What follows belongs to an exercise in optimizing a design on an open flow for small area, a short achievable clock period and few clock cycles per item; a production flow would make more cautious choices.
Function was checked by simulation only, so behaviour that the tests miss may differ from the original.
No activity file was given, so power comes from the tool's default toggle rates.

==> flow/design.v, too long to show whole: its modules and the start of the top module <==
// module ctrr_bcd2: 16 lines
// module ctrr_year_a: 68 lines
// module ctrr_year_b: 87 lines
// module ctrr_ypart: 193 lines
// module ctrr_ypart_e: 119 lines
// module ctrr_wdfin_e: 134 lines
// module ctrr_dm: 164 lines
// module ctrr_wdfin: 74 lines
// module calendar_time_to_rtc_registers_unit: 74 lines
module calendar_time_to_rtc_registers_unit (
    input  wire logic                 i_clk,
    input  wire logic                 i_rst_n,
    input  wire logic                 i_in_valid,
    output logic                      o_in_stall,
    input  wire logic [37:0]          i_in_item,
    output logic                      o_out_valid,
    input  wire logic                 i_out_stall,
    output logic      [41:0]          o_out_item
);
  // ...
==> flow/flow/run.sh <==
#!/bin/bash
# Layout flow: the standard synthesis; then the combinational logic is
# mapped again by ABC (registers, their names and cell types are kept as the
# standard synthesis made them): the cones that drive the outputs with one
# delay target, the rest with another; then the standard layout from
# floorplan to finish, with the settings in params.sh.
set -euo pipefail
F=$(pwd)/flow
R=orfs/results/$FLOW_PLATFORM/calendar_time_to_rtc_registers_unit/base
LIB=$FLOW_HOME/platforms/$FLOW_PLATFORM/lib/sky130_fd_sc_hd__tt_025C_1v80.lib
D_OUT=1200
D_IN=2000
SIZE=0
FINISH_ARGS=()
[ -f $F/params.sh ] && source $F/params.sh

bash standard.sh synth > synth.log 2>&1

cp $R/1_2_yosys.v std_1_2_yosys.v
python3 $F/mkcells.py $LIB std_1_2_yosys.v cells.v > mkcells.log 2>&1
mkscript() {  # delay target, output file
  local sz=""
  [ "$SIZE" = 1 ] && sz="buffer -p\nupsize -D $1\ndnsize -D $1"
  sed -e "s/@D@/$1/" -e "s/@SIZE@/$sz/" $F/map.abc.in > $2
}
mkscript $D_OUT map_out.abc
mkscript $D_IN map_in.abc
FF=$(grep -o "sky130_fd_sc_hd__[a-z0-9_]*df[a-z0-9_]*" std_1_2_yosys.v | sort -u | sed 's/^/:-/' | tr -d '\n')
ABC="abc -liberty $LIB $(cat $F/du.txt) -constr $F/abc.constr"
yosys -l resynth.log -p "read_verilog cells.v; read_verilog std_1_2_yosys.v; hierarchy -top $FLOW_TOP; flatten; techmap; opt -fast -purge; select -set outc o:o_out_item o:o_in_stall %u o:o_out_valid %u %ci*$FF; select -set outg @outc t:\$_* %i; $ABC -script map_out.abc @outg; select -clear; $ABC -script map_in.abc; opt_clean -purge; hilomap -singleton -hicell sky130_fd_sc_hd__conb_1 HI -locell sky130_fd_sc_hd__conb_1 LO; insbuf -buf sky130_fd_sc_hd__buf_4 A X; splitnets; opt_clean -purge; hierarchy -top $FLOW_TOP; stat -liberty $LIB; write_verilog -noattr -noexpr -nohex -nodec -selected resynth.v" > /dev/null 2>&1
python3 $F/checkregs.py std_1_2_yosys.v resynth.v > checkregs.log 2>&1
cp resynth.v $R/1_2_yosys.v
rm -f $R/1_synth.odb $R/1_synth.sdc
bash standard.sh "${FINISH_ARGS[@]}" finish > finish.log 2>&1
==> flow/flow/abc.constr <==
set_driving_cell sky130_fd_sc_hd__buf_1
set_load 5
==> flow/flow/checkregs.py <==
#!/usr/bin/env python3
"""Fails unless two netlists hold the same register instances (name and cell type)."""
import re, sys
def regs(p):
    r = {}
    for cell, name in re.findall(r'^\s*(sky130_fd_sc_hd__\w*df\w*)\s+(\S+)\s*\(', open(p).read(), re.M):
        r[name] = cell
    return r
a, b = regs(sys.argv[1]), regs(sys.argv[2])
print(len(a), "registers in", sys.argv[1], len(b), "in", sys.argv[2])
if a != b:
    print("MISMATCH", set(a.items()) ^ set(b.items()))
    sys.exit(1)
print("same registers")
==> flow/flow/du.txt <==
 -dont_use sky130_fd_sc_hd__probe_p_8 -dont_use sky130_fd_sc_hd__probec_p_8 -dont_use sky130_fd_sc_hd__lpflow_bleeder_1 -dont_use sky130_fd_sc_hd__lpflow_clkbufkapwr_1 -dont_use sky130_fd_sc_hd__lpflow_clkbufkapwr_16 -dont_use sky130_fd_sc_hd__lpflow_clkbufkapwr_2 -dont_use sky130_fd_sc_hd__lpflow_clkbufkapwr_4 -dont_use sky130_fd_sc_hd__lpflow_clkbufkapwr_8 -dont_use sky130_fd_sc_hd__lpflow_clkinvkapwr_1 -dont_use sky130_fd_sc_hd__lpflow_clkinvkapwr_16 -dont_use sky130_fd_sc_hd__lpflow_clkinvkapwr_2 -dont_use sky130_fd_sc_hd__lpflow_clkinvkapwr_4 -dont_use sky130_fd_sc_hd__lpflow_clkinvkapwr_8 -dont_use sky130_fd_sc_hd__lpflow_decapkapwr_12 -dont_use sky130_fd_sc_hd__lpflow_decapkapwr_3 -dont_use sky130_fd_sc_hd__lpflow_decapkapwr_4 -dont_use sky130_fd_sc_hd__lpflow_decapkapwr_6 -dont_use sky130_fd_sc_hd__lpflow_decapkapwr_8 -dont_use sky130_fd_sc_hd__lpflow_inputiso0n_1 -dont_use sky130_fd_sc_hd__lpflow_inputiso0p_1 -dont_use sky130_fd_sc_hd__lpflow_inputiso1n_1 -dont_use sky130_fd_sc_hd__lpflow_inputiso1p_1 -dont_use sky130_fd_sc_hd__lpflow_inputisolatch_1 -dont_use sky130_fd_sc_hd__lpflow_isobufsrc_1 -dont_use sky130_fd_sc_hd__lpflow_isobufsrc_16 -dont_use sky130_fd_sc_hd__lpflow_isobufsrc_2 -dont_use sky130_fd_sc_hd__lpflow_isobufsrc_4 -dont_use sky130_fd_sc_hd__lpflow_isobufsrc_8 -dont_use sky130_fd_sc_hd__lpflow_isobufsrckapwr_16 -dont_use sky130_fd_sc_hd__lpflow_lsbuf_lh_hl_isowell_tap_1 -dont_use sky130_fd_sc_hd__lpflow_lsbuf_lh_hl_isowell_tap_2 -dont_use sky130_fd_sc_hd__lpflow_lsbuf_lh_hl_isowell_tap_4 -dont_use sky130_fd_sc_hd__lpflow_lsbuf_lh_isowell_4 -dont_use sky130_fd_sc_hd__lpflow_lsbuf_lh_isowell_tap_1 -dont_use sky130_fd_sc_hd__lpflow_lsbuf_lh_isowell_tap_2 -dont_use sky130_fd_sc_hd__lpflow_lsbuf_lh_isowell_tap_4
==> flow/flow/map.abc.in <==
strash
dch -f
if -K 6
mfs2
strash
dch -f
map -D @D@
topo
@SIZE@
==> flow/flow/mkcells.py <==
#!/usr/bin/env python3
"""Writes a Verilog model of the liberty's cells used by a netlist: combinational
cells as assigns (from the liberty functions), sequential and function-less cells
as blackboxes. usage: mkcells.py LIB NETLIST OUT"""
import re, sys
lib, net, out = sys.argv[1:4]
used = set(re.findall(r'^\s*(sky130_fd_sc_hd__\w+)\s', open(net).read(), re.M))
text = open(lib).read()
cells = {}
for part in re.split(r'\n\s*cell\s*\(', text)[1:]:
    name = part.split(')')[0].strip().strip('"')
    cells[name] = part
def body_pins(part):
    pins = []
    for m in re.finditer(r'\n\s*pin\s*\(\s*"?(\w+)"?\s*\)\s*\{', part):
        start = m.end(); depth = 1; i = start
        while depth:
            if part[i] == '{': depth += 1
            elif part[i] == '}': depth -= 1
            i += 1
        blk = part[start:i]
        d = re.search(r'direction\s*:\s*"?(\w+)"?', blk)
        f = re.search(r'\n\s*function\s*:\s*"([^"]*)"', blk)
        pins.append((m.group(1), d.group(1) if d else None, f.group(1) if f else None))
    return pins
def vexpr(f):
    f = f.replace('!', '~').replace('+', '|').replace('*', '&')
    f = re.sub(r'\)\s+\(', ')&(', f)
    return f
L = []
for c in sorted(used):
    part = cells[c]
    pins = [p for p in body_pins(part) if p[1] in ('input', 'output')]
    seq = bool(re.search(r'\n\s*(ff|latch|statetable)\s*\(', part))
    outs = [p for p in pins if p[1] == 'output']
    if any(p[2] is None for p in outs):
        seq = True
    ports = ", ".join(p[0] for p in pins)
    if seq:
        L.append("(* blackbox *)")
    L.append(f"module {c} ({ports});")
    for p in pins:
        L.append(f"  {p[1]} {p[0]};")
    if not seq:
        for p in outs:
            L.append(f"  assign {p[0]} = {vexpr(p[2])};")
    L.append("endmodule")
open(out, "w").write("\n".join(L) + "\n")
==> flow/flow/params.sh <==
SIZE=1
D_OUT=1200
D_IN=2000
FINISH_ARGS=(BUFFER_PORTS_ARGS="-buffer_cell sky130_fd_sc_hd__buf_2" SETUP_SLACK_MARGIN=2.8)
==> flow/standard.sh <==
#!/bin/bash
# synth_recipe.tcl (not shown) runs the flow's synth.tcl, then flattens the netlist and writes it again
# the make line also repeats each setting of config.mk as NAME=value (left out here)
make -C /OpenROAD-flow-scripts/flow DESIGN_CONFIG=/design/flow/config.mk WORK_HOME=/design/flow/orfs CLKGATE_MAP_FILE= SYNTH_SCRIPT=/design/flow/synth_recipe.tcl "${@:-finish}"
==> flow/config.mk <==
export PLATFORM = sky130hd
export DESIGN_NAME = calendar_time_to_rtc_registers_unit
export DESIGN_NICKNAME = calendar_time_to_rtc_registers_unit
export VERILOG_FILES = /design/flow/design.v
export SDC_FILE = /design/flow/constraint.sdc
export NUM_CORES = 4
export LEC_CHECK = 0
export CAP_MARGIN = 20
export CORE_MARGIN = 2
export CORE_UTILIZATION = 40
export SLEW_MARGIN = 20
==> flow/constraint.sdc <==
create_clock -name core_clock -period 6.0 [get_ports {i_clk}]
set_input_delay 1.2000 -clock core_clock [delete_from_list [all_inputs] [get_ports {i_clk}]]
set_output_delay 1.2000 -clock core_clock [all_outputs]
set_load 0.01 [all_outputs]
==> metrics.cfg, run 1 <==
[power]
p_int_mw = 0.818
power_leader = combinational cells
comb_power_share_pct = 51.7
ir_drop_mv = 0.0934
leakage_nw = 2.77
p_switching_mw = 0.577

[floorplanning]
coreArea_um2 = 10800

[outcome]
status = no timing/DRC/antenna violations

[synth]
ys_warn_count = 1

[routing]
drt-total-wl_um = 13300
wl_met2_um = 6690
met3_length_um = 892

[critical_path]
reg2reg_from = r_v$_SDFF_PN0_
crit_path_cell_trace = buf_12 -> clkinv_8 -> nand2_4 -> o31ai_2 -> nand2_1 -> nand3_4 -> nand2_4 -> a21oi_4 -> o21ai_2 -> or2_4 -> nand2_8 -> inv_8 -> nand2_8 -> buf_6 -> a221oi_2 -> o31ai_1 -> o221ai_1
slowest_delay_ns = 0.29
cp.arrival_ns = 3.32
cp-start-kind = primary input

[placement]
dp.final_hpwl_um = 9300

[cells_and_area]
drive_gt1_share_pct = 33.3
inv_count = 123
sh_seq_area_pct = 22.9
antenna_cells = 0
multi_input_area_share_pct = 49.3
clkbuf_count = 5
multiInputGateArea_um2 = 3020

[global_route]
grtUsageMet3_pct = 2.31
overflow = 0
grtUsageMet2_pct = 34.9

[timing]
max_slew_margin_pct = 66.7
period_minus_slack_ns = 3.30

[worst_hold_path]
hold_path_end = r_v$_SDFF_PN0_

[clock_tree]
cts-hold-fix-buffers = 0
path_clk_slew_ns = 0.10
cts_setup_buffers = 12

Testbench counts, summed over its fixed seeds: cycles 16,008, items 16,000.
==> run 2: changes to the inputs <==
==> flow/flow/params.sh (replaced) <==
SIZE=1
D_OUT=1200
D_IN=2000
FINISH_ARGS=(BUFFER_PORTS_ARGS="-buffer_cell sky130_fd_sc_hd__buf_2" SETUP_SLACK_MARGIN=2.7 TNS_END_PERCENT=10)
==> run 2 against run 1 <==
Still clean on timing, DRC and antenna. Clock skew decreased by 0.0033 ns. Power decreased by 11%. Non-clock buffer count decreased by 36. Hold slack improved by 0.0027 ns. Final cell count decreased by 3.8%. Sequential power about the same. Die area unchanged. Synthesized area unchanged. Combinational power decreased by 16%. Critical endpoint is now o_out_item[7]. Largest power group unchanged.
==> metrics.cfg, run 2 <==
[routing]
drt-total-wl_um = 12000  ; was 13300 µm
drt_iter0_drc = 427  ; was 398
via_count = 4958  ; was 5194
ant_nets = 0  ; unchanged
first_pass_iters = 5  ; unchanged
drc = 0  ; unchanged
wire_per_inst_um = 13.2  ; was 14.1 µm
routed_via_density = 5.44  ; was 5.48

[power]
comb_power_share_pct = 48.7  ; was 51.7%
p_int_mw = 0.726  ; was 0.818 mW
power_density_nw_per_um2 = 228  ; about the same
switching_share_pct = 41.5  ; was 41.4%
power.share.sequential_pct = 35.3  ; was 31.2%
leakage_nw = 2.53  ; was 2.77 nW
p_switching_mw = 0.515  ; was 0.577 mW
p_clk_share_pct = 16.0  ; was 17.1%
ir_drop_mv = 0.0929  ; was 0.0934 mV

[floorplanning]
coreArea_um2 = 10800  ; unchanged
die_area_um2 = 12000  ; unchanged
ios = 86  ; unchanged
start_util_pct = 41.0  ; unchanged
row_count = 38  ; unchanged
die_h_um = 109  ; unchanged
die_w_um = 109  ; unchanged

[global_route]
overflow = 0  ; unchanged
grt_antenna_before_repair = 0  ; unchanged
grt_start_max_net_pins = 41  ; was 40
grt_pass1_wl_um = 19000  ; was 18900 µm
grt_pass1_vias = 4381  ; was 4281
grt_usage_pct = 19.2  ; was 19.3%

[placement]
io_buffers = 85  ; unchanged
gp_congestion = 0.920  ; was 0.947
dp_cells = 885  ; unchanged
dp.final_hpwl_um = 9120  ; was 9300 µm

[critical_path]
rr_worst_depth = 3  ; unchanged
cp.arrival_ns = 2.12  ; was 3.32 ns
cp-start-kind = flop  ; was primary input
rrSetupSlack_ns = 4.35  ; was 4.34 ns
end_kind = primary output  ; was flop
cp.required_ns = 4.80  ; was 6.03 ns
worstSetupPathType = reg -> out  ; was in -> reg
path_max_fanout = 7  ; unchanged
worstReg2RegEnd = r_dm[1]$_DFFE_PP_  ; was r_dm[0]$_DFFE_PP_
reg2reg_from = r_v$_SDFF_PN0_  ; unchanged

[cells_and_area]
antenna_cells = 0  ; unchanged
final_cell_mix = 110 x inv_1, 107 x nor2_1, 99 x nand2_1  ; was 97 x inv_1, 94 x nand2_1, 93 x nor2_1
utilization_pct = 50.2  ; was 56.5%
mostFrequentLayoutCell = inv_1  ; unchanged
top_register = r_y  ; unchanged
instances_no_fill = 911  ; was 947
fin_nets = 812  ; was 848
largest_reg_flops = 8  ; unchanged
area_growth_syn_to_layout_pct = 22.7  ; was 37.8%
top_regs = r_y (8), r_min (6), r_sec (6)  ; unchanged
drive_gt1_share_pct = 23.2  ; was 33.3%

[timing]
max_slew_margin_pct = 65.0  ; was 66.7%
fmax_ghz = 0.301  ; was 0.303 GHz
fin_setup_tns_ns = 0  ; unchanged
setup_viol = 0  ; unchanged
rsz0062_at_grt = true  ; unchanged
period_minus_slack_ns = 3.32  ; was 3.30 ns
slew_viol_final = 0  ; unchanged
clock-skew-final_ns = 0.00799  ; was 0.0113 ns
fin_crit_sh_pct = 55.3  ; was 55.0%
tightest_slew_ns = 0.525  ; was 0.499 ns
hold_violations = 0  ; unchanged

[synth]
ys_warn_count = 1  ; unchanged
synthCells = 671  ; unchanged
syn_area_per_cell_um2 = 6.62  ; unchanged
synthesis.area_um2 = 4440  ; unchanged
syn-num-nets = 713  ; unchanged

[clock_tree]
cts.sinks = 47  ; unchanged
cts_buffer_depth = 2  ; unchanged
cts-hold-fix-buffers = 0  ; unchanged
cts_root_buffer = clkbuf_8  ; unchanged
numCtsBuffers = 5  ; unchanged
cts_tree = yes  ; unchanged
h-tree-depth = 2  ; unchanged
path_clk_slew_ns = 0.09  ; was 0.10 ns
clkLatencyLatePin_ns = 0.29  ; was 0.30 ns

[worst_hold_path]
whs_path_depth = 2  ; unchanged
hold_path_end = r_v$_SDFF_PN0_  ; unchanged
hp-class = reg -> reg  ; unchanged
hold_start = r_v$_SDFF_PN0_  ; unchanged

[outcome]
status = no timing/DRC/antenna violations  ; unchanged

[job]
maxCapViolations = 0  ; unchanged

==> run 2: area by class of cell <==
cell class                      instances  area, µm²
Fill cell                            1110       5390
Multi-Input combinational cell        489       2720
Sequential cell                        47       1400
Timing Repair Buffer                  104        586
Inverter                              123        469
Tap cell                              140        175
Clock buffer                            7       86.3
Clock inverter                          1       8.76
==> run 2: critical path: stages (launching register included) <==
cell	delay [ns]
edfxtp_1	0.52
inv_1	0.18
nor2_1	0.07
nor2_1	0.26
a221oi_1	0.14
o21ai_0	0.19
o2111ai_1	0.14
a32oi_1	0.19
buf_2	0.15
==> run 2: metrics by stage <==
step	area, µm²	power, mW	hold WS [ns]	setup WS (ns)
final	5450	1.24	0.710	2.68
after global placement	4990	0.970	0.656	2.18
after detailed placement	4990	0.977	0.682	2.08
after global routing	5450	1.34	0.753	2.52
after CTS	5150	1.19	0.704	2.68
after floorplan	4440	0.830	0.746	2.75
==> run 2: worst max path at each step <==
stage | start | depth (start not counted) | end | slack [ns]
2_1_floorplan | i_in_item[18] | 15 | r_dm[2]$_DFFE_PP_ | 2.75
3_3_place_gp | i_in_item[18] | 16 | r_dm[2]$_DFFE_PP_ | 2.18
3_5_place_dp | i_in_item[18] | 17 | r_dm[2]$_DFFE_PP_ | 2.08
4_1_cts | r_lp$_DFFE_PP_ | 10 | o_out_item[21] | 2.68
5_1_grt | i_in_item[24] | 15 | r_dm[2]$_DFFE_PP_ | 2.52
6_report | r_y[4]$_DFFE_PP_ | 8 | o_out_item[7] | 2.68
==> run 2: repair_timing <==
| action | CTS | global route |
|---|---|---|
| gates resized for setup | 15 | 60 |
| pin swaps | 2 | 20 |
| endpoints found under the setup margin | 9 | 15 |
| buffers inserted | 2 | 16 |
==> run 2: layer usage <==
layer	routed length, µm	global-route usage, %	part of all wire (%)	up-vias
met1	5410	25.5	45	2296
met3	776	2.43	6.5	15
met4	133	4.07	1.1	0
li1	-	-	-	2479
met5	0	0	0	-
met2	5680	33.4	47	168
==> run 2: power groups by stage <==
| stage | registers [mW] | clock network [mW] | logic [mW] |
|---|---|---|---|
| global route | 0.443 | 0.216 | 0.681 |
| detailed placement | 0.442 | 0 | 0.535 |
| global placement | 0.441 | 0 | 0.529 |
| floorplan | 0.430 | 0 | 0.401 |
| CTS | 0.437 | 0.205 | 0.549 |
| finish | 0.438 | 0.199 | 0.604 |
==> run 3: changes to the inputs <==
==> flow/flow/params.sh (replaced) <==
SIZE=1
D_OUT=1200
D_IN=2000
FINISH_ARGS=(BUFFER_PORTS_ARGS="-buffer_cell sky130_fd_sc_hd__buf_2" SETUP_SLACK_MARGIN=2.5 TNS_END_PERCENT=20)
==> run 3 against run 2 <==
Sequential cell count is the same. Setup slack lost 0.063 ns. Register-to-register slack is essentially flat. Maximum frequency shrank 1.9%. Final area shrank 3.2%. Non-clock buffer count shrank 10. Final cell count shrank 1.1%. Sequential power is essentially flat. Via count shrank 0.75%. Sequential share of layout area grew 0.84 points. Combinational power shrank 4.5%. Critical endpoint is now o_out_item[21].
==> metrics.cfg, run 3 <==
[timing]
clock-skew-final_ns = 0.00801  ; was 0.00799 ns
fin_setup_tns_ns = 0  ; unchanged
hold_ws_ns = 0.709  ; was 0.710 ns
setup_ws_ns = 2.62  ; was 2.68 ns
hold_violations = 0  ; unchanged
tightest_slew_ns = 0.523  ; was 0.525 ns
max_slew_margin_pct = 65.1  ; was 65.0%
fin_crit_sh_pct = 56.4  ; was 55.3%
fmax_ghz = 0.296  ; was 0.301 GHz
setup_viol = 0  ; unchanged
slew_viol_final = 0  ; unchanged
rsz0062_at_grt = true  ; unchanged
period_minus_slack_ns = 3.38  ; was 3.32 ns

[synth]
synthesis.area_um2 = 4440  ; unchanged
syn-num-nets = 713  ; unchanged
synthCells = 671  ; unchanged
ys_warn_count = 1  ; unchanged
syn_area_per_cell_um2 = 6.62  ; unchanged

[routing]
ant_nets = 0  ; unchanged
drc = 0  ; unchanged
drt_iter0_drc = 416  ; was 427
via_count = 4921  ; was 4958
first_pass_iters = 6  ; was 5
wire_per_inst_um = 13.0  ; was 13.2 µm
routed_via_density = 5.46  ; was 5.44
drt-total-wl_um = 11700  ; was 12000 µm

[global_route]
grt_pass1_wl_um = 18900  ; was 19000 µm
grt_usage_pct = 19.0  ; was 19.2%
overflow = 0  ; unchanged
grt_start_max_net_pins = 41  ; unchanged
grt_pass1_vias = 4381  ; unchanged
grt_antenna_before_repair = 0  ; unchanged

[critical_path]
end_kind = primary output  ; unchanged
cp.arrival_ns = 2.18  ; was 2.12 ns
cp-start-kind = flop  ; unchanged
cp.required_ns = 4.80  ; about the same
worstSetupPathType = reg -> out  ; unchanged
cp-endpoint = o_out_item[21]  ; was o_out_item[7]
rrSetupSlack_ns = 4.36  ; was 4.35 ns
rr_worst_depth = 3  ; unchanged
reg2reg_from = r_v$_SDFF_PN0_  ; unchanged
crit_start = r_h[2]$_DFFE_PP_  ; was r_y[4]$_DFFE_PP_
path_max_fanout = 7  ; unchanged
worstReg2RegEnd = r_h[2]$_DFFE_PP_  ; was r_dm[1]$_DFFE_PP_

[clock_tree]
path_clk_slew_ns = 0.09  ; about the same
numCtsBuffers = 5  ; unchanged
h-tree-depth = 2  ; unchanged
clkLatencyLatePin_ns = 0.29  ; about the same
cts_root_buffer = clkbuf_8  ; unchanged
cts_tree = yes  ; unchanged
cts.sinks = 47  ; unchanged
cts_buffer_depth = 2  ; unchanged

[floorplanning]
coreArea_um2 = 10800  ; unchanged
ios = 86  ; unchanged
die_h_um = 109  ; unchanged
start_util_pct = 41.0  ; unchanged
row_count = 38  ; unchanged
die_area_um2 = 12000  ; unchanged
die_w_um = 109  ; unchanged

[placement]
io_buffers = 85  ; unchanged
gp_congestion = 0.920  ; unchanged
place_ws_ns = 2.08  ; unchanged
dp.final_hpwl_um = 9120  ; unchanged

[job]
maxCapViolations = 0  ; unchanged

[outcome]
status = no timing/DRC/antenna violations  ; unchanged

[worst_hold_path]
hp-class = reg -> reg  ; unchanged

[cells_and_area]
drive_gt1_share_pct = 19.3  ; was 23.2%
mostFrequentLayoutCell = inv_1  ; unchanged
fin_nets = 802  ; was 812
top_regs = r_y (8), r_min (6), r_sec (6)  ; unchanged
final_cell_mix = 116 x inv_1, 110 x nor2_1, 103 x nand2_1  ; was 110 x inv_1, 107 x nor2_1, 99 x nand2_1
largest_reg_flops = 8  ; unchanged
area_growth_syn_to_layout_pct = 18.8  ; was 22.7%
top_register = r_y  ; unchanged
antenna_cells = 0  ; unchanged
fill_cells = 1112  ; was 1110

[power]
ir_drop_mv = 0.0927  ; was 0.0929 mV
power_mw = 1.21  ; was 1.24 mW
leakage_nw = 2.46  ; was 2.53 nW
power_density_nw_per_um2 = 230  ; was 228 nW/µm²

==> run 3: stage by stage <==
stage	util (%)	instances	area [µm²]
after detailed placement	46.0	885	4990
final	48.6	901	5270
after global routing	48.6	901	5270
after floorplan	-	671	4440
after global placement	46.0	885	4990
after CTS	47.0	893	5090
==> run 3: worst min path at each step <==
| stage | from | to | cells after the start |
|---|---|---|---|
| after global placement | r_v$_SDFF_PN0_ | r_v$_SDFF_PN0_ | 2 |
| after detailed placement | r_v$_SDFF_PN0_ | r_v$_SDFF_PN0_ | 2 |
| after CTS | r_v$_SDFF_PN0_ | r_v$_SDFF_PN0_ | 2 |
| after global routing | r_v$_SDFF_PN0_ | r_v$_SDFF_PN0_ | 2 |
| after floorplan | r_v$_SDFF_PN0_ | r_v$_SDFF_PN0_ | 2 |
| final | r_v$_SDFF_PN0_ | r_v$_SDFF_PN0_ | 2 |
==> run 3: what timing repair did <==
item	in CTS	in global routing
pin swaps	0	7
endpoints found under the setup margin	2	11
resized for setup	2	35
buffers inserted	0	8
hold buffers	0	0
==> run 3: metal layers <==
metal | track usage [%] | vias up | wire (µm)
li1 | - | 2469 | -
met3 | 2.43 | 7 | 800
met5 | 0 | - | 0
met2 | 33.2 | 186 | 5470
met1 | 25.2 | 2259 | 5340
met4 | 4.07 | 0 | 97
==> run 3: final cells by class <==
type	count	area [µm²]	share of cell area (%)
Clock inverter	1	8.76	0.166
Clock buffer	7	86.3	1.64
Multi-Input combinational cell	489	2640	50.0
Tap cell	140	175	3.32
Inverter	123	465	8.83
Timing Repair Buffer	94	498	9.44
Sequential cell	47	1400	26.6
==> run 3: power breakdown <==
part | total [mW] | switching [mW] | internal, mW
combinational | 0.577 | 0.363 | 0.214
sequential | 0.437 | 0.0353 | 0.402
clock | 0.199 | 0.104 | 0.0946
total | 1.21 | 0.502 | 0.710
==> run 3: critical path: stages (launching register included) <==
cell	delay, ns
edfxtp_1	0.48
nand2_1	0.25
inv_1	0.17
a22oi_1	0.17
o22ai_1	0.10
nand2_1	0.09
o311ai_1	0.13
a2111oi_2	0.33
buf_2	0.18
==> run 4: changes to the inputs <==
==> flow/flow/params.sh (replaced) <==
SIZE=1
D_OUT=1200
D_IN=2000
FINISH_ARGS=(BUFFER_PORTS_ARGS="-buffer_cell sky130_fd_sc_hd__buf_2" SETUP_SLACK_MARGIN=2.6)
==> run 4 against run 3 <==
Still clean on timing, DRC and antenna. Global-route usage is essentially flat. Combinational power is 8.1% higher. Final cell count increased by 1.6%. Clock skew about the same. Sequential share of layout area shrank 1.3 points. Register-to-register slack about the same. Non-clock buffer count is 14 higher. Critical path depth up 8. Wire length up 3.7%. Count of clock-buffer cells in the layout unchanged. First-iteration DRC count fell by 1.9%. Highest routed layer unchanged.
==> metrics.cfg, run 4 <==
[timing]
rsz0062_at_grt = true  ; unchanged
period_minus_slack_ns = 3.29  ; was 3.38 ns
slew_viol_final = 0  ; unchanged
fin_setup_tns_ns = 0  ; unchanged
setup_ws_ns = 2.71  ; was 2.62 ns
fmax_ghz = 0.304  ; was 0.296 GHz
tightest_slew_ns = 0.525  ; was 0.523 ns
fin_crit_sh_pct = 54.9  ; was 56.4%
setup_viol = 0  ; unchanged
hold_violations = 0  ; unchanged
clock-skew-final_ns = 0.00774  ; was 0.00801 ns
max_slew_margin_pct = 65.0  ; was 65.1%

[routing]
wl_met2_um = 5760  ; was 5470 µm
via_count = 4992  ; was 4921
wire_per_inst_um = 13.3  ; was 13.0 µm
routed_via_density = 5.46  ; about the same
drt-total-wl_um = 12100  ; was 11700 µm
drc = 0  ; unchanged
drt_iter0_drc = 408  ; was 416
wl_met1_um = 5410  ; was 5340 µm
top_layer = met4  ; unchanged
ant_nets = 0  ; unchanged
met3_length_um = 848  ; was 800 µm
first_pass_iters = 5  ; was 6

[clock_tree]
path_clk_slew_ns = 0.09  ; about the same
cts_root_buffer = clkbuf_8  ; unchanged
cts.sinks = 47  ; unchanged
cts-hold-fix-buffers = 0  ; unchanged
numCtsBuffers = 5  ; unchanged
h-tree-depth = 2  ; unchanged
cts_buffer_depth = 2  ; unchanged
cts_tree = yes  ; unchanged
clkLatencyLatePin_ns = 0.29  ; about the same

[outcome]
status = no timing/DRC/antenna violations  ; unchanged

[critical_path]
rrSetupSlack_ns = 4.36  ; about the same
path_common_cell = inv_1  ; was nand2_1
worstSetupPathType = in -> reg  ; was reg -> out
crit_path_cell_trace = buf_2 -> nor2_1 -> inv_1 -> a21oi_2 -> nor2_1 -> a31oi_4 -> inv_1 -> nor2_2 -> inv_1 -> a21oi_2 -> a221oi_2 -> or2_2 -> nand2_1 -> o21ai_0 -> o21ai_1 -> o311ai_2  ; was nand2_1 -> inv_1 -> a22oi_1 -> o22ai_1 -> nand2_1 -> o311ai_1 -> a2111oi_2 -> buf_2
cp-start-kind = primary input  ; was flop
end_kind = flop  ; was primary output
cp.required_ns = 6.02  ; was 4.80 ns
worstReg2RegEnd = r_dm[1]$_DFFE_PP_  ; was r_h[2]$_DFFE_PP_
slowest_delay_ns = 0.32  ; was 0.48 ns
cp.arrival_ns = 3.32  ; was 2.18 ns
path_max_fanout = 5  ; was 7
critPathSlowestCell = or2_2  ; was edfxtp_1
rr_worst_depth = 3  ; unchanged
reg2reg_from = r_v$_SDFF_PN0_  ; unchanged

[cells_and_area]
fill_cells = 1085  ; was 1112
final_cell_mix = 109 x inv_1, 104 x nor2_1, 99 x nand2_1  ; was 116 x inv_1, 110 x nor2_1, 103 x nand2_1
drive_gt1_share_pct = 24.4  ; was 19.3%
largest_reg_flops = 8  ; unchanged
antenna_cells = 0  ; unchanged
multiInputGateArea_um2 = 2770  ; was 2640 µm²
utilization_pct = 51.2  ; was 48.6%
top_regs = r_y (8), r_min (6), r_sec (6)  ; unchanged
mostFrequentLayoutCell = inv_1  ; unchanged
fin_nets = 816  ; was 802
top_register = r_y  ; unchanged
area_growth_syn_to_layout_pct = 24.9  ; was 18.8%
final_area_um2 = 5550  ; was 5270 µm²
final-seq-area_um2 = 1400  ; unchanged

[placement]
postPlaceCellArea_um2 = 4990  ; unchanged
dp.final_hpwl_um = 9120  ; unchanged
place_ws_ns = 2.08  ; unchanged
io_buffers = 85  ; unchanged
gp_congestion = 0.920  ; unchanged

[synth]
ys_warn_count = 1  ; unchanged
syn-num-nets = 713  ; unchanged
synthesis.area_um2 = 4440  ; unchanged
syn_area_per_cell_um2 = 6.62  ; unchanged
synthCells = 671  ; unchanged

[power]
ir_drop_mv = 0.0927  ; about the same
power_density_nw_per_um2 = 228  ; was 230 nW/µm²
power_mw = 1.26  ; was 1.21 mW
leakage_nw = 2.56  ; was 2.46 nW

[floorplanning]
start_util_pct = 41.0  ; unchanged
coreArea_um2 = 10800  ; unchanged
die_area_um2 = 12000  ; unchanged
die_w_um = 109  ; unchanged
die_h_um = 109  ; unchanged
ios = 86  ; unchanged
row_count = 38  ; unchanged

[worst_hold_path]
whs_path_depth = 2  ; unchanged
hold_path_end = r_v$_SDFF_PN0_  ; unchanged
hold_start = r_v$_SDFF_PN0_  ; unchanged
hp-class = reg -> reg  ; unchanged

[global_route]
grt_start_max_net_pins = 41  ; unchanged
grt_antenna_before_repair = 0  ; unchanged
grt_pass1_wl_um = 18900  ; unchanged
grt_usage_pct = 19.0  ; about the same
overflow = 0  ; unchanged
grt_pass1_vias = 4380  ; was 4381

[job]
maxCapViolations = 0  ; unchanged

[run 4: cell types whose count changed in the layout (fill, tap and decap cells not counted), moves of 4 or more]
cell / previous run / this run
inv_1: 116 / 109
nor2_4: 4 / 10
buf_4: 9 / 24
a21oi_2: 3 / 9
inv_4: 0 / 4
nand2_1: 103 / 99
nor2_1: 110 / 104
nand2_4: 1 / 6
a21oi_1: 53 / 47
[run 4: cell type report]
type / instances / share of cell area (%)
Clock inverter: 1 / 0.158
Timing Repair Buffer: 108 / 11.2
Multi-Input combinational cell: 489 / 50.0
Clock buffer: 7 / 1.56
Inverter: 123 / 8.66
Sequential cell: 47 / 25.3
Tap cell: 140 / 3.16
[run 4: power breakdown]
part / total, mW / switching, mW / internal [mW] / leakage, nW
Combinational: 0.624 / 0.385 / 0.239 / 2.06
Clock: 0.198 / 0.104 / 0.0945 / 0.0484
Sequential: 0.439 / 0.0371 / 0.402 / 0.455
[run 4: critical path: cells and delay by family]
| family | cells | cell delay [ns] |
|---|---|---|
| compound gates | 7 | 0.93 |
| simple gates | 5 | 0.76 |
| buf+inv | 4 | 0.42 |
[run 4: worst max path at each step]
stage	from	end	slack [ns]
global placement	i_in_item[18]	r_dm[2]$_DFFE_PP_	2.18
CTS	i_in_item[17]	r_dm[2]$_DFFE_PP_	2.55
finish	i_in_item[18]	r_dm[2]$_DFFE_PP_	2.71
global route	i_in_item[18]	r_dm[2]$_DFFE_PP_	2.50
detailed placement	i_in_item[18]	r_dm[2]$_DFFE_PP_	2.08
floorplan	i_in_item[18]	r_dm[2]$_DFFE_PP_	2.75
[run 4: per-stage QoR]
step / cells / hold WS [ns]
final: 915 / 0.709
after detailed placement: 885 / 0.682
after global routing: 915 / 0.753
after CTS: 893 / 0.704
after floorplan: 671 / 0.746
after global placement: 885 / 0.656
[run 4: repair_timing]
item                       CTS  global route
pin swaps                    0            25
gates resized for setup      5            89
setup endpoints to repair    6            14
buffers inserted             0            22
[run 4: layer usage]
layer	global-route usage [%]	up-vias
met3	2.43	13
met2	33.3	180
met5	0	-
met1	25.1	2310
met4	4.07	0
li1	-	2489
==> run 5: changes to the inputs <==
==> flow/flow/params.sh (replaced) <==
SIZE=1
D_OUT=1200
D_IN=2000
FINISH_ARGS=(BUFFER_PORTS_ARGS="-buffer_cell sky130_fd_sc_hd__buf_1" SETUP_SLACK_MARGIN=2.5)
==> run 5 against run 4 <==
Sequential cell count unchanged. Hold slack improved by 0.037 ns. Critical path depth down 9. Synthesized area stayed put. First-iteration DRC count decreased by 8.3%. Setup slack worse by 0.080 ns. Largest power group unchanged. Register-to-register slack got worse by 0.05 ns. Clock skew fell by 0.0028 ns. Final area shrank 4.9%. Maximum frequency down 2.4%.
==> metrics.cfg, run 5 <==
[critical_path]
cp.arrival_ns = 2.17  ; was 3.32 ns
end_kind = primary output  ; was flop
worstSetupPathType = reg -> out  ; was in -> reg
path_max_fanout = 8  ; was 5
cp.required_ns = 4.80  ; was 6.02 ns
cp-start-kind = flop  ; was primary input

[timing]
slew_viol_final = 0  ; unchanged
tightest_slew_ns = 0.483  ; was 0.525 ns
fin_setup_tns_ns = 0  ; unchanged
max_slew_margin_pct = 67.8  ; was 65.0%
setup_viol = 0  ; unchanged
hold_violations = 0  ; unchanged
fmax_ghz = 0.296  ; was 0.304 GHz
setup_ws_ns = 2.63  ; was 2.71 ns
fin_crit_sh_pct = 56.2  ; was 54.9%
rsz0062_at_grt = true  ; unchanged
clock-skew-final_ns = 0.00491  ; was 0.00774 ns
period_minus_slack_ns = 3.37  ; was 3.29 ns

[cells_and_area]
instances_no_fill = 906  ; was 915
fin_nets = 807  ; was 816
antenna_cells = 0  ; unchanged
fill_cells = 1106  ; was 1085
drive_gt1_share_pct = 10.4  ; was 24.4%
multiInputGateArea_um2 = 2660  ; was 2770 µm²
final-seq-area_um2 = 1400  ; unchanged
largest_reg_flops = 8  ; unchanged
top_regs = r_y (8), r_min (6), r_sec (6)  ; unchanged
final_cell_mix = 116 x inv_1, 111 x nor2_1, 102 x nand2_1  ; was 109 x inv_1, 104 x nor2_1, 99 x nand2_1
final_area_um2 = 5270  ; was 5550 µm²
mostFrequentLayoutCell = inv_1  ; unchanged
area_growth_syn_to_layout_pct = 18.8  ; was 24.9%
top_register = r_y  ; unchanged

[clock_tree]
cts_buffer_depth = 2  ; unchanged
path_clk_slew_ns = 0.09  ; about the same
cts_tree = yes  ; unchanged
numCtsBuffers = 5  ; unchanged
cts.sinks = 47  ; unchanged
clkLatencyLatePin_ns = 0.30  ; was 0.29 ns
cts_root_buffer = clkbuf_8  ; unchanged
h-tree-depth = 2  ; unchanged

[routing]
top_layer = met4  ; unchanged
routed_via_density = 5.45  ; was 5.46
via_count = 4934  ; was 4992
drt_iter0_drc = 374  ; was 408
drc = 0  ; unchanged
met3_length_um = 771  ; was 848 µm
wire_per_inst_um = 13.2  ; was 13.3 µm
first_pass_iters = 7  ; was 5
drt-total-wl_um = 12000  ; was 12100 µm
ant_nets = 0  ; unchanged
wl_met2_um = 5680  ; was 5760 µm
wl_met1_um = 5400  ; was 5410 µm

[worst_hold_path]
hp-class = reg -> reg  ; unchanged

[power]
leakage_nw = 2.29  ; was 2.56 nW
power_mw = 1.28  ; was 1.26 mW
power_density_nw_per_um2 = 243  ; was 228 nW/µm²
ir_drop_mv = 0.0944  ; was 0.0927 mV

[placement]
gp_congestion = 0.910  ; was 0.920
io_buffers = 85  ; unchanged
place_ws_ns = 1.98  ; was 2.08 ns
dp_cells = 885  ; unchanged
dp.final_hpwl_um = 9070  ; was 9120 µm
postPlaceCellArea_um2 = 4880  ; was 4990 µm²

[synth]
syn_area_per_cell_um2 = 6.62  ; unchanged
synthCells = 671  ; unchanged
syn-num-nets = 713  ; unchanged
synthesis.area_um2 = 4440  ; unchanged
ys_warn_count = 1  ; unchanged

[global_route]
grt_antenna_before_repair = 0  ; unchanged
grt_usage_pct = 19.0  ; about the same
overflow = 0  ; unchanged
grt_start_max_net_pins = 38  ; was 41
grt_pass1_wl_um = 18700  ; was 18900 µm
grt_pass1_vias = 4301  ; was 4380

[floorplanning]
start_util_pct = 41.0  ; unchanged
die_w_um = 109  ; unchanged
die_area_um2 = 12000  ; unchanged
ios = 86  ; unchanged
die_h_um = 109  ; unchanged
coreArea_um2 = 10800  ; unchanged
row_count = 38  ; unchanged

[outcome]
status = no timing/DRC/antenna violations  ; unchanged

[job]
maxCapViolations = 0  ; unchanged

==> run 5: cell count changes in the layout (fill, tap and decap cells not counted), moves of 4 or more <==
cell / before / now
buf_2: 81 / 2
buf_4: 24 / 14
clkbuf_2: 0 / 6
a21oi_2: 9 / 5
nor2_4: 10 / 6
nand2_4: 6 / 1
buf_1: 0 / 75
inv_1: 109 / 116
a21oi_1: 47 / 51
nor2_1: 104 / 111
inv_4: 4 / 0
==> run 5: per-layer routing <==
layer | up-vias | global-route usage [%]
li1 | 2471 | -
met1 | 2276 | 25.0
met2 | 177 | 33.1
met3 | 10 | 2.43
met4 | 0 | 4.34
met5 | - | 0
==> run 5: area by class of cell <==
class / instances / area share, %
tap: 140 / 3.32
clock inverter: 2 / 1.14
inverter: 123 / 8.75
multi-input combinational: 489 / 50.5
clock buffer: 6 / 1.38
timing repair buffer: 99 / 8.37
sequential: 47 / 26.6
==> run 5: timing repair <==
| item | in CTS | in global routing |
|---|---|---|
| hold buffers | 0 | 0 |
| pin swaps | 1 | 6 |
| setup buffers | 1 | 12 |
| resized for setup | 3 | 51 |
| endpoints found under the setup margin | 4 | 12 |
==> run 5: critical path, cell delays in order (launching register included) <==
cell       delay (ns)
edfxtp_1         0.49
nor2_4           0.25
inv_1            0.15
o22ai_1          0.31
inv_1            0.12
o311ai_1         0.31
a2111oi_2        0.09
buf_2            0.15
==> run 5: path summary, 6_finish.rpt <==
check / start / end / slack (ns) / depth (start not counted)
min: r_v$_SDFF_PN0_ / r_v$_SDFF_PN0_ / 0.75 / 2
min reg2reg: r_v$_SDFF_PN0_ / r_v$_SDFF_PN0_ / 0.75 / 2
max: r_dm[2]$_DFFE_PP_ / o_out_item[21] / 2.63 / 7
max reg2reg: r_v$_SDFF_PN0_ / r_day[4]$_DFFE_PP_ / 4.31 / 3
==> run 5: power breakdown <==
part	leakage (nW)	switching, mW	total, mW	internal, mW
Clock	0.0654	0.103	0.270	0.166
Combinational	1.77	0.369	0.574	0.205
Sequential	0.455	0.0345	0.436	0.402
==> run 5: stage by stage <==
stage / util [%] / hold slack [ns]
finish: 48.6 / 0.746
global route: 48.6 / 0.784
CTS: 46.4 / 0.733
detailed placement: 45.0 / 0.709
global placement: 45.0 / 0.660
floorplan: - / 0.746
==> run 6: changes to the inputs <==
==> flow/flow/params.sh (replaced) <==
SIZE=1
D_OUT=1200
D_IN=2000
FINISH_ARGS=(BUFFER_PORTS_ARGS="-buffer_cell sky130_fd_sc_hd__buf_2")
==> run 6 against run 5 <==
Highest routed layer unchanged. Non-clock buffer count shrank 13. Still clean. Critical endpoint is now r_lp$_DFFE_PP_. Hold slack lost 0.035 ns. Setup slack worse by 0.22 ns.
==> metrics.cfg, run 6 <==
[outcome]
status = no timing/DRC/antenna violations  ; unchanged

[clock_tree]
cts_resized = 0  ; was 3
clkLatencyLatePin_ns = 0.31  ; was 0.30 ns
cts.sinks = 47  ; unchanged
cts_root_buffer = clkbuf_8  ; unchanged
cts_buffer_depth = 2  ; unchanged
cts_setup_buffers = 0  ; was 1
h-tree-depth = 2  ; unchanged
numCtsBuffers = 5  ; unchanged
cts-hold-fix-buffers = 0  ; unchanged
path_clk_slew_ns = 0.10  ; was 0.09 ns
cts_tree = yes  ; unchanged

[timing]
clock-skew-final_ns = 0.0142  ; was 0.00491 ns
setup_viol = 0  ; unchanged
period_minus_slack_ns = 3.60  ; was 3.37 ns
fmax_ghz = 0.278  ; was 0.296 GHz
fin_crit_sh_pct = 59.9  ; was 56.2%
tightest_slew_ns = 0.656  ; was 0.483 ns
max_slew_margin_pct = 56.1  ; was 67.8%
slew_viol_final = 0  ; unchanged
hold_violations = 0  ; unchanged
fin_setup_tns_ns = 0  ; unchanged
rsz0062_at_grt = false  ; was true

[power]
power_density_nw_per_um2 = 233  ; was 243 nW/µm²
leakage_nw = 2.40  ; was 2.29 nW
ir_drop_mv = 0.113  ; was 0.0944 mV

[routing]
met3_length_um = 848  ; was 771 µm
wl_met1_um = 5030  ; was 5400 µm
wire_per_inst_um = 13.0  ; was 13.2 µm
wl_met2_um = 5520  ; was 5680 µm
top_layer = met4  ; unchanged
drt-total-wl_um = 11600  ; was 12000 µm
first_pass_iters = 5  ; was 7
ant_nets = 0  ; unchanged
via_count = 4917  ; was 4934
routed_via_density = 5.51  ; was 5.45
drt_iter0_drc = 443  ; was 374
drc = 0  ; unchanged

[global_route]
overflow = 0  ; unchanged
grt_antenna_before_repair = 0  ; unchanged
grt_pass1_wl_um = 18800  ; was 18700 µm
grt_pass1_vias = 4308  ; was 4301
grt_usage_pct = 19.1  ; was 19.0%
grt_start_max_net_pins = 40  ; was 38

[placement]
gp_congestion = 0.934  ; was 0.910
io_buffers = 85  ; unchanged
dp.final_hpwl_um = 9150  ; was 9070 µm

[cells_and_area]
mostFrequentLayoutCell = nor2_1  ; was inv_1
fin_nets = 794  ; was 807
top_regs = r_y (8), r_min (6), r_sec (6)  ; unchanged
top_register = r_y  ; unchanged
final_cell_mix = 122 x nor2_1, 120 x inv_1, 105 x nand2_1  ; was 116 x inv_1, 111 x nor2_1, 102 x nand2_1
area_growth_syn_to_layout_pct = 14.5  ; was 18.8%
largest_reg_flops = 8  ; unchanged
fill_cells = 1105  ; was 1106
drive_gt1_share_pct = 15.0  ; was 10.4%
antenna_cells = 0  ; unchanged
utilization_pct = 46.9  ; was 48.6%

[floorplanning]
die_w_um = 109  ; unchanged
start_util_pct = 41.0  ; unchanged
ios = 86  ; unchanged
row_count = 38  ; unchanged
coreArea_um2 = 10800  ; unchanged
die_h_um = 109  ; unchanged
die_area_um2 = 12000  ; unchanged

[critical_path]
critPathSlowestCell = nand2_1  ; was edfxtp_1
path_buf_inv = 4  ; was 3
path_max_fanout = 11  ; was 8
crit_path_cell_trace = buf_2 -> inv_1 -> nor2_2 -> nand2_1 -> a21oi_1 -> a31oi_1 -> nand3_1 -> nor2_1 -> o22ai_1 -> nand2_1 -> inv_1 -> nor2_1 -> inv_1 -> nor2_1 -> a41oi_1 -> o22ai_1 -> a22oi_2 -> nor2_1 -> a21oi_1  ; was nor2_4 -> inv_1 -> o22ai_1 -> inv_1 -> o311ai_1 -> a2111oi_2 -> buf_2
path_common_cell = nor2_1  ; was inv_1
cp.required_ns = 6.05  ; was 4.80 ns
cp-start-kind = primary input  ; was flop
crit_family = simple AND/OR/NAND/NOR gates  ; was compound AO/OA/AOI/OAI gates
slowest_delay_ns = 0.29  ; was 0.49 ns
end_kind = flop  ; was primary output
cp.arrival_ns = 3.65  ; was 2.17 ns
worstSetupPathType = in -> reg  ; was reg -> out

[synth]
syn-num-nets = 713  ; unchanged
synthCells = 671  ; unchanged
ys_warn_count = 1  ; unchanged
syn_area_per_cell_um2 = 6.62  ; unchanged
synthesis.area_um2 = 4440  ; unchanged

[job]
maxCapViolations = 0  ; unchanged

[worst_hold_path]
hp-class = reg -> reg  ; unchanged

-- run 6: cell count changes in the layout (fill, tap and decap cells not counted), sizes merged --
| cell | previous run | this run |
|---|---|---|
| bufinv | 2 | 0 |
| clkinvlp | 0 | 1 |
| inv | 123 | 125 |
| buf | 91 | 86 |
| clkbuf | 14 | 5 |
-- run 6: final cells by class --
class                           instances  area [µm²]  share of cell area [%]
Clock buffer                            5        68.8                    1.35
Sequential cell                        47        1400                    27.6
Inverter                              123         462                    9.08
Multi-Input combinational cell        489        2520                    49.5
Tap cell                              140         175                    3.45
Timing Repair Buffer                   86         433                    8.52
Clock inverter                          3        27.5                   0.541
-- run 6: metal layers --
layer  track usage (%)  vias up
met1              24.3     2251
li1                  -     2447
met5                 0        -
met3              2.61       18
met4              5.79        0
met2              33.4      201
-- run 6: where the power goes --
| group | internal [mW] | total [mW] | switching (mW) |
|---|---|---|---|
| sequential | 0.402 | 0.435 | 0.0332 |
| combinational | 0.195 | 0.545 | 0.349 |
| clock | 0.0864 | 0.204 | 0.117 |
| total | 0.684 | 1.18 | 0.500 |
-- run 6: path summary, 6_finish.rpt --
check                 startpoint                 to  slack (ns)  cells after the start
hold reg to reg   r_v$_SDFF_PN0_     r_v$_SDFF_PN0_        0.71                      2
setup / recovery   i_in_item[31]     r_lp$_DFFE_PP_        2.40                     19
setup reg to reg  r_v$_SDFF_PN0_  r_dm[0]$_DFFE_PP_        4.33                      3
hold / removal    r_v$_SDFF_PN0_     r_v$_SDFF_PN0_        0.71                      2
-- run 6: worst reg2reg max path: stages (launching register included) --
cell	delay, ns
dfxtp_1	0.32
and2_1	0.20
nor2_4	0.27
buf_4	0.50
-- run 6: metrics by stage --
| stage | cells | worst slack, ns | instance area (µm²) | total power, mW | hold slack, ns |
|---|---|---|---|---|---|
| 2_1_floorplan | 671 | 2.21 | 4440 | 0.831 | 0.728 |
| 3_3_place_gp | 885 | 2.24 | 4990 | 0.970 | 0.658 |
| 3_5_place_dp | 885 | 2.18 | 4990 | 0.978 | 0.682 |
| 4_1_cts | 893 | 2.49 | 5080 | 1.18 | 0.711 |
| 5_1_grt | 893 | 2.09 | 5080 | 1.28 | 0.767 |
| 6_report | 893 | 2.40 | 5080 | 1.18 | 0.712 |
==> run 7: changes to the inputs <==
==> flow/flow/params.sh (replaced) <==
SIZE=0
D_OUT=1200
D_IN=2000
FINISH_ARGS=(BUFFER_PORTS_ARGS="-buffer_cell sky130_fd_sc_hd__buf_2" SETUP_SLACK_MARGIN=2.5)
==> run 7 against run 6 <==
Still clean on timing, DRC and antenna. Via count grew 2.2%. Utilization increased by 4.3 points. Synthesized area is 1.5% lower.
==> metrics.cfg, run 7 <==
[critical_path]
cp.arrival_ns = 2.19  ; was 3.65 ns
end_kind = primary output  ; was flop
reg2reg_from = r_v$_SDFF_PN0_  ; unchanged
cp.required_ns = 4.80  ; was 6.05 ns
crit_start = r_y[4]$_DFFE_PP_  ; was i_in_item[31]
worstReg2RegEnd = r_dm[1]$_DFFE_PP_  ; was r_dm[0]$_DFFE_PP_
path_max_fanout = 7  ; was 11
cp-start-kind = flop  ; was primary input
rrSetupSlack_ns = 4.50  ; was 4.33 ns
rr_worst_depth = 3  ; unchanged
worstSetupPathType = reg -> out  ; was in -> reg
cp-endpoint = o_out_item[7]  ; was r_lp$_DFFE_PP_

[floorplanning]
row_count = 38  ; unchanged
coreArea_um2 = 10700  ; was 10800 µm²
die_area_um2 = 11800  ; was 12000 µm²
start_util_pct = 40.7  ; was 41.0%
ios = 86  ; unchanged
die_w_um = 109  ; about the same
die_h_um = 109  ; about the same

[clock_tree]
numCtsBuffers = 5  ; unchanged
cts_root_buffer = clkbuf_8  ; unchanged
path_clk_slew_ns = 0.09  ; was 0.10 ns
cts.sinks = 47  ; unchanged
cts_tree = yes  ; unchanged
cts_buffer_depth = 2  ; unchanged
cts-hold-fix-buffers = 0  ; unchanged
clkLatencyLatePin_ns = 0.30  ; was 0.31 ns
h-tree-depth = 2  ; unchanged

[worst_hold_path]
hp-class = reg -> reg  ; unchanged

[routing]
first_pass_iters = 5  ; unchanged
drc = 0  ; unchanged
drt_iter0_drc = 311  ; was 443
ant_nets = 0  ; unchanged
drt-total-wl_um = 12200  ; was 11600 µm
via_count = 5023  ; was 4917
routed_via_density = 5.48  ; was 5.51
wire_per_inst_um = 13.3  ; was 13.0 µm

[synth]
ys_warn_count = 1  ; unchanged
synthesis.area_um2 = 4380  ; was 4440 µm²
synthCells = 665  ; was 671
syn-num-nets = 707  ; was 713
syn_area_per_cell_um2 = 6.58  ; was 6.62 µm²

[timing]
hold_ws_ns = 0.679  ; was 0.712 ns
slew_viol_final = 0  ; unchanged
fin_crit_sh_pct = 56.5  ; was 59.9%
period_minus_slack_ns = 3.39  ; was 3.60 ns
rsz0062_at_grt = false  ; unchanged
max_slew_margin_pct = 60.8  ; was 56.1%
hold_violations = 0  ; unchanged
clock-skew-final_ns = 0.00782  ; was 0.0142 ns
fmax_ghz = 0.295  ; was 0.278 GHz
setup_viol = 0  ; unchanged
tightest_slew_ns = 0.588  ; was 0.656 ns
setup_ws_ns = 2.61  ; was 2.40 ns
fin_setup_tns_ns = 0  ; unchanged

[power]
power_density_nw_per_um2 = 229  ; was 233 nW/µm²
leakage_nw = 2.19  ; was 2.40 nW
ir_drop_mv = 0.0999  ; was 0.113 mV

[placement]
io_buffers = 85  ; unchanged
gp_congestion = 0.945  ; was 0.934
place_ws_ns = 1.88  ; was 2.18 ns
dp.final_hpwl_um = 9110  ; was 9150 µm

[global_route]
grt_pass1_wl_um = 19400  ; was 18800 µm
grt_antenna_before_repair = 0  ; unchanged
overflow = 0  ; unchanged
grt_usage_pct = 19.8  ; was 19.1%
grt_start_max_net_pins = 47  ; was 40
grt_pass1_vias = 4433  ; was 4308

[cells_and_area]
area_growth_syn_to_layout_pct = 25.8  ; was 14.5%
final_cell_mix = 106 x nor2_1, 102 x clkinv_1, 99 x nand2_1  ; was 122 x nor2_1, 120 x inv_1, 105 x nand2_1
mostFrequentLayoutCell = nor2_1  ; unchanged
largest_reg_flops = 8  ; unchanged
drive_gt1_share_pct = 25.0  ; was 15.0%
antenna_cells = 0  ; unchanged
fill_cells = 1088  ; was 1105
top_register = r_y  ; unchanged
top_regs = r_y (8), r_min (6), r_sec (6)  ; unchanged
fin_nets = 818  ; was 794

[outcome]
status = no timing/DRC/antenna violations  ; unchanged

[job]
maxCapViolations = 0  ; unchanged

==> run 7: critical path: stages, from the launching register on <==
cell,delay [ns]
edfxtp_1,0.51
clkinv_1,0.20
nor2_1,0.14
nor2_1,0.10
a32o_1,0.21
o21ai_0,0.13
o2111ai_1,0.17
a32oi_1,0.26
buf_2,0.17
==> run 7: final cells by class <==
class,instances,area (µm²),area share (%)
Inverter,123,480,8.73
Clock buffer,5,68.8,1.25
Multi-Input combinational cell,489,2730,49.7
Timing Repair Buffer,110,618,11.2
Sequential cell,47,1400,25.5
Tap cell,140,175,3.18
Clock inverter,3,27.5,0.500
==> run 7: metrics by stage <==
step / power [mW] / std cells / instance area [µm²] / util (%)
after global routing: 1.36 / 917 / 5510 / 51.2
final: 1.26 / 917 / 5510 / 51.2
after detailed placement: 0.973 / 885 / 4950 / 46.1
after floorplan: 0.824 / 665 / 4380 / -
after global placement: 0.967 / 885 / 4950 / 46.1
after CTS: 1.19 / 899 / 5160 / 48.0
==> run 7: worst min path at each step <==
| stage | from | to | slack (ns) | cells after the start |
|---|---|---|---|---|
| floorplan | r_v$_SDFF_PN0_ | r_v$_SDFF_PN0_ | 0.70 | 2 |
| global placement | r_v$_SDFF_PN0_ | r_v$_SDFF_PN0_ | 0.62 | 2 |
| detailed placement | r_v$_SDFF_PN0_ | r_v$_SDFF_PN0_ | 0.67 | 2 |
| CTS | r_v$_SDFF_PN0_ | r_v$_SDFF_PN0_ | 0.69 | 2 |
| global route | r_v$_SDFF_PN0_ | r_v$_SDFF_PN0_ | 0.72 | 2 |
| finish | r_v$_SDFF_PN0_ | r_v$_SDFF_PN0_ | 0.68 | 2 |
==> run 7: where the power goes <==
group / total, mW / switching (mW) / internal [mW] / leakage (nW)
Clock: 0.199 / 0.113 / 0.0863 / 0.0467
Combinational: 0.624 / 0.387 / 0.238 / 1.69
Sequential: 0.439 / 0.0372 / 0.402 / 0.455
==> run 7: repair_timing <==
item / in CTS / in global routing
buffers inserted: 6 / 18
endpoints found under the setup margin: 9 / 13
pin swaps: 5 / 15
gates resized for setup: 20 / 77
==> run 7: layer usage <==
layer	wire [µm]	global-route usage (%)	up-vias
met5	0	0	-
met4	154	5.13	0
li1	-	-	2511
met3	928	3.44	13
met1	5300	25.1	2287
met2	5820	34.8	212
==> run 8: changes to the inputs <==
==> flow/flow/params.sh (replaced) <==
SIZE=1
D_OUT=1400
D_IN=2200
FINISH_ARGS=(BUFFER_PORTS_ARGS="-buffer_cell sky130_fd_sc_hd__buf_2" SETUP_SLACK_MARGIN=2.5)
==> run 8 against run 7 <==
Still clean on timing, DRC and antenna. Via count is 0.92% lower. Sequential share of layout area is 0.50 points higher. Power is 0.27% higher. Clock skew is 0.0017 ns lower. Clock power is 21% higher. First-iteration DRC count is 37% higher. Non-clock buffer count is 6 lower. Global-route usage is 0.11 points lower. Count of clock-buffer cells in the layout stayed put. Synthesized area is 0.43% higher. Critical path type is now in -> reg. Largest cell class unchanged.
==> metrics.cfg, run 8 <==
[floorplanning]
die_area_um2 = 11800  ; about the same
coreArea_um2 = 10800  ; was 10700 µm²
die_w_um = 109  ; about the same
row_count = 38  ; unchanged
die_h_um = 109  ; about the same
ios = 86  ; unchanged
start_util_pct = 40.7  ; about the same

[synth]
ys_warn_count = 1  ; unchanged
syn_area_per_cell_um2 = 6.54  ; was 6.58 µm²
syn-num-nets = 714  ; was 707
synthCells = 672  ; was 665
synthesis.area_um2 = 4390  ; was 4380 µm²

[timing]
clock-skew-final_ns = 0.00611  ; was 0.00782 ns
slew_viol_final = 0  ; unchanged
period_minus_slack_ns = 3.38  ; was 3.39 ns
hold_violations = 0  ; unchanged
rsz0062_at_grt = true  ; was false
max_slew_margin_pct = 58.9  ; was 60.8%
setup_viol = 0  ; unchanged
fmax_ghz = 0.296  ; was 0.295 GHz
fin_crit_sh_pct = 56.3  ; was 56.5%
tightest_slew_ns = 0.615  ; was 0.588 ns
fin_setup_tns_ns = 0  ; unchanged

[cells_and_area]
top_regs = r_y (8), r_min (6), r_sec (6)  ; unchanged
drive_gt1_share_pct = 23.3  ; was 25.0%
final_cell_mix = 108 x inv_1, 108 x nor2_1, 86 x nand2_1  ; was 106 x nor2_1, 102 x clkinv_1, 99 x nand2_1
antenna_cells = 0  ; unchanged
largest_reg_flops = 8  ; unchanged
fill_cells = 1093  ; was 1088
area_growth_syn_to_layout_pct = 22.9  ; was 25.8%
top_register = r_y  ; unchanged
fin_nets = 814  ; was 818

[power]
power_mw = 1.27  ; was 1.26 mW
ir_drop_mv = 0.103  ; was 0.0999 mV
leakage_nw = 2.44  ; was 2.19 nW
power_density_nw_per_um2 = 235  ; was 229 nW/µm²

[placement]
gp_congestion = 0.918  ; was 0.945
dp.final_hpwl_um = 9190  ; was 9110 µm
io_buffers = 85  ; unchanged

[critical_path]
reg2reg_from = r_v$_SDFF_PN0_  ; unchanged
worstSetupPathType = in -> reg  ; was reg -> out
end_kind = flop  ; was primary output
cp.required_ns = 6.05  ; was 4.80 ns
path_max_fanout = 7  ; unchanged
cp-start-kind = primary input  ; was flop
cp.arrival_ns = 3.42  ; was 2.19 ns
crit_start = i_in_item[37]  ; was r_y[4]$_DFFE_PP_

[clock_tree]
cts-hold-fix-buffers = 0  ; unchanged
numCtsBuffers = 5  ; unchanged
cts.sinks = 47  ; unchanged
cts_root_buffer = clkbuf_8  ; unchanged
h-tree-depth = 2  ; unchanged
clkLatencyLatePin_ns = 0.30  ; about the same
cts_buffer_depth = 2  ; unchanged
cts_tree = yes  ; unchanged
path_clk_slew_ns = 0.09  ; about the same

[global_route]
grt_usage_pct = 19.7  ; was 19.8%
grt_antenna_before_repair = 0  ; unchanged
grt_pass1_wl_um = 19100  ; was 19400 µm
grt_pass1_vias = 4247  ; was 4433
grt_start_max_net_pins = 43  ; was 47
overflow = 0  ; unchanged

[routing]
wl_met1_um = 5240  ; was 5300 µm
via_count = 4977  ; was 5023
ant_nets = 0  ; unchanged
wl_met2_um = 5910  ; was 5820 µm
drt_iter0_drc = 427  ; was 311
drt-total-wl_um = 12200  ; about the same
first_pass_iters = 5  ; unchanged
top_layer = met4  ; unchanged
wire_per_inst_um = 13.3  ; about the same
drc = 0  ; unchanged
met3_length_um = 813  ; was 928 µm
routed_via_density = 5.45  ; was 5.48

[outcome]
status = no timing/DRC/antenna violations  ; unchanged

[job]
maxCapViolations = 0  ; unchanged

[worst_hold_path]
hp-class = reg -> reg  ; unchanged
hold_start = r_v$_SDFF_PN0_  ; unchanged

## run 8: cell count changes in the layout (fill, tap and decap cells not counted), sizes merged, moves of 3 or more
cell | previous run | this run
o21ai | 41 | 56
nand2 | 110 | 92
nor2 | 125 | 134
a31oi | 14 | 11
o31ai | 6 | 3
o21a | 1 | 5
o211ai | 5 | 9
clkinvlp | 4 | 1
clkinv | 104 | 1
inv | 18 | 124
nand3 | 21 | 28
buf | 108 | 101
a21oi | 56 | 51
## run 8: worst max-delay path, cell delays in order
cell and delay, ns:
clkbuf_4 0.16, inv_2 0.09, o31ai_2 0.25, nand2_1 0.08
o211ai_1 0.08, nor2_1 0.08, nor2_1 0.13, inv_2 0.07
nand2_1 0.05, o21ai_0 0.09, nand2_2 0.17, clkinvlp_4 0.17
nor2_4 0.13, inv_1 0.07, nor2_2 0.09, a41oi_2 0.04
o22ai_2 0.16, a22oi_2 0.09, nor2_1 0.11, a41oi_1 0.10
## run 8: path summary, 6_finish.rpt
check	endpoint	slack [ns]	cells past startpoint
setup / recovery	r_lp$_DFFE_PP_	2.62	20
hold / removal	r_v$_SDFF_PN0_	0.71	2
setup reg to reg	r_sec[1]$_DFFE_PP_	4.41	3
hold reg to reg	r_v$_SDFF_PN0_	0.71	2
## run 8: area by class of cell
type	count	area [µm²]	area share, %
Timing Repair Buffer	104	578	10.7
Multi-Input combinational cell	490	2660	49.2
Clock inverter	3	47.5	0.881
Sequential cell	47	1400	26.0
Tap cell	140	175	3.24
Inverter	124	472	8.74
Clock buffer	5	68.8	1.27
## run 8: per-stage QoR
step,hold WS (ns),setup slack (ns),cells,utilization [%],instance area (µm²)
after global routing,0.727,2.41,913,50.0,5400
after CTS,0.710,2.50,895,47.0,5070
after floorplan,0.746,2.66,672,-,4400
final,0.711,2.62,913,50.0,5400
after global placement,0.657,2.11,887,45.8,4950
after detailed placement,0.684,2.07,887,45.8,4950
## run 8: per-layer routing
metal	GRT usage, %	vias up
met3	3.65	26
met4	5.31	0
met5	0	-
li1	-	2501
met1	24.2	2251
met2	35.2	199
## run 8: power by group
part / switching [mW] / internal, mW / leakage, nW
clock network: 0.114 / 0.126 / 0.0587
logic: 0.372 / 0.219 / 1.93
registers: 0.0329 / 0.401 / 0.455
## run 8: timing repair
| item | in CTS | in global routing |
|---|---|---|
| setup endpoints to repair | 3 | 17 |
| pin swaps | 1 | 16 |
| resized for setup | 8 | 73 |
| buffers inserted | 0 | 18 |
==> run 9: changes to the inputs <==
==> flow/flow/params.sh (replaced) <==
SIZE=1
D_OUT=1200
D_IN=2000
FINISH_ARGS=(BUFFER_PORTS_ARGS="-buffer_cell sky130_fd_sc_hd__buf_2" SETUP_SLACK_MARGIN=2.5)
==> run 9 against run 8 <==
Still clean. Hold slack lost 0.0015 ns. Final cell count shrank 0.88%. Die area grew 1.0%. Final area shrank 1.5%. Count of clock-buffer cells in the layout grew 2. Register-to-register slack lost 0.05 ns.
==> metrics.cfg, run 9 <==
[routing]
wl_met2_um = 5490  ; was 5910 µm
routed_via_density = 5.47  ; was 5.45
met3_length_um = 839  ; was 813 µm
drt_iter0_drc = 396  ; was 427
top_layer = met4  ; unchanged
drt-total-wl_um = 11700  ; was 12200 µm
first_pass_iters = 5  ; unchanged

[clock_tree]
cts_root_buffer = clkbuf_8  ; unchanged
cts_tree = yes  ; unchanged
cts-hold-fix-buffers = 0  ; unchanged
clkLatencyLatePin_ns = 0.29  ; was 0.30 ns
path_clk_slew_ns = 0.09  ; about the same

[critical_path]
slowest_delay_ns = 0.49  ; was 0.25 ns
rr_worst_depth = 3  ; unchanged
end_kind = primary output  ; was flop
cp-start-kind = flop  ; was primary input
crit_path_cell_trace = nor2_4 -> inv_1 -> o22ai_1 -> inv_1 -> o311ai_1 -> a2111oi_2 -> buf_2  ; was clkbuf_4 -> inv_2 -> o31ai_2 -> nand2_1 -> o211ai_1 -> nor2_1 -> nor2_1 -> inv_2 -> nand2_1 -> o21ai_0 -> nand2_2 -> clkinvlp_4 -> nor2_4 -> inv_1 -> nor2_2 -> a41oi_2 -> o22ai_2 -> a22oi_2 -> nor2_1 -> a41oi_1
worstReg2RegEnd = r_h[2]$_DFFE_PP_  ; was r_sec[1]$_DFFE_PP_
cp.required_ns = 4.80  ; was 6.05 ns
crit_start = r_dm[2]$_DFFE_PP_  ; was i_in_item[37]

[worst_hold_path]
hp-class = reg -> reg  ; unchanged

[timing]
fin_setup_tns_ns = 0  ; unchanged
rsz0062_at_grt = true  ; unchanged
fin_crit_sh_pct = 55.4  ; was 56.3%
clock-skew-final_ns = 0.00779  ; was 0.00611 ns
max_slew_margin_pct = 65.1  ; was 58.9%
fmax_ghz = 0.301  ; was 0.296 GHz
slew_viol_final = 0  ; unchanged

[floorplanning]
coreArea_um2 = 10800  ; about the same
die_w_um = 109  ; about the same
ios = 86  ; unchanged
row_count = 38  ; unchanged
die_h_um = 109  ; about the same
start_util_pct = 41.0  ; was 40.7%

[synth]
syn-num-nets = 713  ; was 714
synthCells = 671  ; was 672
syn_area_per_cell_um2 = 6.62  ; was 6.54 µm²

[power]
leakage_nw = 2.48  ; was 2.44 nW
ir_drop_mv = 0.0927  ; was 0.103 mV

[cells_and_area]
antenna_cells = 0  ; unchanged
final_area_um2 = 5320  ; was 5400 µm²
top_regs = r_y (8), r_min (6), r_sec (6)  ; unchanged
fill_cells = 1108  ; was 1093

[global_route]
grt_antenna_before_repair = 0  ; unchanged
grt_pass1_wl_um = 18900  ; was 19100 µm
grt_start_max_net_pins = 41  ; was 43
overflow = 0  ; unchanged

[placement]
dp_cells = 885  ; was 887

[outcome]
status = no timing/DRC/antenna violations  ; unchanged

run 9: final cells by class:
| class | count | area, µm² | share of cell area (%) |
|---|---|---|---|
| Clock buffer | 7 | 86.3 | 1.62 |
| Clock inverter | 1 | 8.76 | 0.165 |
| Inverter | 123 | 465 | 8.75 |
| Multi-Input combinational cell | 489 | 2650 | 49.9 |
| Sequential cell | 47 | 1400 | 26.3 |
| Tap cell | 140 | 175 | 3.29 |
| Timing Repair Buffer | 98 | 528 | 9.93 |
run 9: where the power goes:
group | total [mW] | leakage [nW] | switching, mW | internal, mW
registers | 0.437 | 0.455 | 0.0350 | 0.402
clock network | 0.199 | 0.0484 | 0.104 | 0.0945
logic | 0.584 | 1.98 | 0.366 | 0.218
total | 1.22 | 2.48 | 0.505 | 0.714
run 9: per-stage QoR:
| stage | setup slack (ns) | hold slack, ns |
|---|---|---|
| 2_1_floorplan | 2.75 | 0.746 |
| 3_3_place_gp | 2.18 | 0.656 |
| 3_5_place_dp | 2.08 | 0.682 |
| 4_1_cts | 2.48 | 0.704 |
| 5_1_grt | 2.40 | 0.753 |
| 6_report | 2.68 | 0.709 |
run 9: repair_timing:
item	4_1_cts	5_1_grt
endpoints found under the setup margin	2	11
pin swaps	0	7
setup buffers	0	12
resized for setup	2	39
cloned	0	0
run 9: worst min-delay path by stage:
stage               slack (ns)      startpoint             end  cells past startpoint
floorplan                 0.75  r_v$_SDFF_PN0_  r_v$_SDFF_PN0_                      2
global placement          0.66  r_v$_SDFF_PN0_  r_v$_SDFF_PN0_                      2
detailed placement        0.68  r_v$_SDFF_PN0_  r_v$_SDFF_PN0_                      2
CTS                       0.70  r_v$_SDFF_PN0_  r_v$_SDFF_PN0_                      2
global route              0.75  r_v$_SDFF_PN0_  r_v$_SDFF_PN0_                      2
finish                    0.71  r_v$_SDFF_PN0_  r_v$_SDFF_PN0_                      2
run 9: critical path, delay by kind of cell, from the launching register on:
family                 cells  cell delay (ns)
AO/OA/AOI/OAI              3             0.69
AND/OR/NAND/NOR            1             0.24
buffers and inverters      3             0.41
flip-flops                 1             0.49
run 9: routing by layer:
metal	vias up	track usage [%]
met5	-	0
met4	0	4.07
met3	11	2.43
met2	183	33.2
met1	2275	25.2
li1	2477	-
